This design comes from an exercise in tuning for small area and a short achievable clock period on the open sky130 flow, not from production work.
Power is estimated from default activity; no workload was simulated.

Design bt656_rx_top, start of the top module:
module bt656_rx_top
#(
   parameter int FIFO_DEPTH = 64
)
(
   input  logic        clk,
   input  logic        rstn,
   input  logic        rx_enable_i,
   input  logic        size_err_clr_i,
   input  logic [7:0]  bt656_data_i,
   output logic        m_axis_tvalid_o,
   input  logic        m_axis_tready_i,
   output logic [7:0]  m_axis_tdata_o,
   output logic        m_axis_tuser_o,
   output logic        m_axis_tlast_o,
   output logic [11:0] width_o,
   output logic [11:0] height_o,
   output logic        size_err_o,
   output logic        overflow_o,
   output logic [15:0] frame_cnt_o
);
Size: about 780 flip-flops, about 66 I/O pins.
export LEC_CHECK = 0
export CAP_MARGIN = 20
export CORE_MARGIN = 2
export CORE_UTILIZATION = 40
export CTS_CLUSTER_DIAMETER = 60
export CTS_CLUSTER_SIZE = 25
export SETUP_SLACK_MARGIN = 3.0
export SLEW_MARGIN = 20
create_clock -name core_clock -period 5.5 [get_ports {clk}]
standard.sh (not shown) runs the stock make flow with config.mk's settings and CLKGATE_MAP_FILE= SYNTH_SCRIPT=/design/flow/synth_recipe.tcl, a recipe that flattens the netlist after the stock synthesis.
==> flow/flow/run.sh <==
#!/bin/bash
# The standard layout with two changes: clock tree synthesis adds no
# dummy loads, and the port buffers start at buf_2 (repair resizes them).
set -euo pipefail
cd "$(dirname "$0")/.."
export CTS_ARGS="-sink_clustering_enable -repair_clock_nets -dont_use_dummy_load -sink_clustering_size 20 -sink_clustering_max_diameter 50 -buf_list sky130_fd_sc_hd__clkbuf_8"
export BUFFER_PORTS_ARGS="-buffer_cell sky130_fd_sc_hd__buf_1"
bash standard.sh > standard_flow.log 2>&1
Edit:
==> flow/flow/run.sh (replaced) <==
#!/bin/bash
# The standard layout with two changes: clock tree synthesis adds no
# dummy loads, and the port buffers start at buf_2 (repair resizes them).
set -euo pipefail
cd "$(dirname "$0")/.."
export CTS_ARGS="-sink_clustering_enable -repair_clock_nets -dont_use_dummy_load -sink_clustering_size 18 -sink_clustering_max_diameter 45 -buf_list sky130_fd_sc_hd__clkbuf_8"
export BUFFER_PORTS_ARGS="-buffer_cell sky130_fd_sc_hd__buf_1"
bash standard.sh > standard_flow.log 2>&1
CORE_UTILIZATION = 60   (was 40)
SETUP_SLACK_MARGIN = 2.9   (was 3.0)
After rerunning: Sequential cell count stays the same. Wire length shrinks by a few percent. Synthesized area is unchanged. Worst setup slack degrades by 0.0075 ns.
Edit:
==> flow/run.sh (new file) <==
#!/bin/bash
# synth_recipe.tcl (not shown) runs the flow's synth.tcl, then flattens the netlist and writes it again
# the make line also repeats each setting of config.mk as NAME=value (left out here)
make -C /OpenROAD-flow-scripts/flow DESIGN_CONFIG=/design/flow/config.mk WORK_HOME=/design/flow/orfs CLKGATE_MAP_FILE= SYNTH_SCRIPT=/design/flow/synth_recipe.tcl finish
CORE_UTILIZATION = 40   (was 60)
SETUP_SLACK_MARGIN = 3.2   (was 2.9)
removed: flow/flow/run.sh
removed: flow/standard.sh
Via count goes up by 2.3%.
Maximum frequency goes up by 0.49%.
Die area goes up by 49%.
Edit:
SETUP_SLACK_MARGIN = 3.0   (was 3.2)
The changed run ran to the end with no violations. Routed wire length falls by 3.8%. Design area goes down by 1.7%. Via count is lower by 2.0%.
Edit:
CORE_UTILIZATION = 55   (was 40)
CTS_CLUSTER_DIAMETER = 80   (was 60)
CTS_CLUSTER_SIZE = 30   (was 25)
SETUP_SLACK_MARGIN = 2.8   (was 3.0)
After rerunning: Wire length is lower by about 3%; utilization grows by 16 points; sequential power stays flat; synthesized cell count stays the same; final cell count is lower by about 11%; area after synthesis does not change.
Edit:
CORE_UTILIZATION = 40   (was 55)
CTS_BUF_LIST = sky130_fd_sc_hd__clkbuf_4 sky130_fd_sc_hd__clkbuf_8   (was unset)
CTS_CLUSTER_DIAMETER = unset   (was 80)
CTS_CLUSTER_SIZE = unset   (was 30)
Outcome: Wire length rose by 5.0%. Synthesized cell count is unchanged. Power went up by 16%. Non-clock buffer count is higher by 8. Design area went up by 5.3%. First-iteration DRC count is lower by 5.8%. Die area goes up by 37%. Final cell count rises by 18%. Register-to-register slack got worse by 0.02 ns. Global-route usage fell by 5.3 points.
Function was not checked in any run of this note: the RTL went through the layout flow alone.

==> static timing again, ports no longer ideal <==
The results above use ideal ports. As a check the final layouts listed here were re-extracted and re-timed, cells and wires unchanged.
Step 1 (the two cells are an assumption about what drives the block):
set clk [get_ports {clk}]
set_driving_cell -lib_cell sky130_fd_sc_hd__clkbuf_16 $clk
set_driving_cell -lib_cell sky130_fd_sc_hd__buf_2 [delete_from_list [all_inputs] $clk]
Step 2 times the ports against the registers' clock, not the clock port: input delays grow and output delays shrink by t, the midpoint of the rising clock arrivals with the driver on.
Three values: no drivers, after step 1, after step 2; two values: the first two.
| run | t, ns | setup slack, ns | latest minus earliest clock arrival (ns) | worst slew at a driven data input, ns | pins driven straight from the clock port |
|---|---|---|---|---|---|
| the first run | 0.683 | 2.920 / 2.851 / 2.413 | 0.087 / 0.087 | 0.10 | 1 |
| the second run | 0.706 | 2.913 / 2.867 / 2.539 | 0.069 / 0.069 | 0.06 | 1 |
| the third run | 0.666 | 2.925 / 2.850 / 2.596 | 0.036 / 0.036 | 0.10 | 1 |
| the fourth run | 0.659 | 2.924 / 2.850 / 2.461 | 0.036 / 0.035 | 0.10 | 1 |
| the fifth run | 0.643 | 2.849 / 2.796 / 2.336 | 0.031 / 0.031 | 0.03 | 1 |
| the sixth run | 0.765 | 2.822 / 2.767 / 2.195 | 0.032 / 0.032 | 0.07 | 1 |
After both steps setup and hold are still met in every run listed. For the sixth run, which loses most, drivers alone change the setup slack by -0.055 ns; drivers and shift together by -0.627 ns.
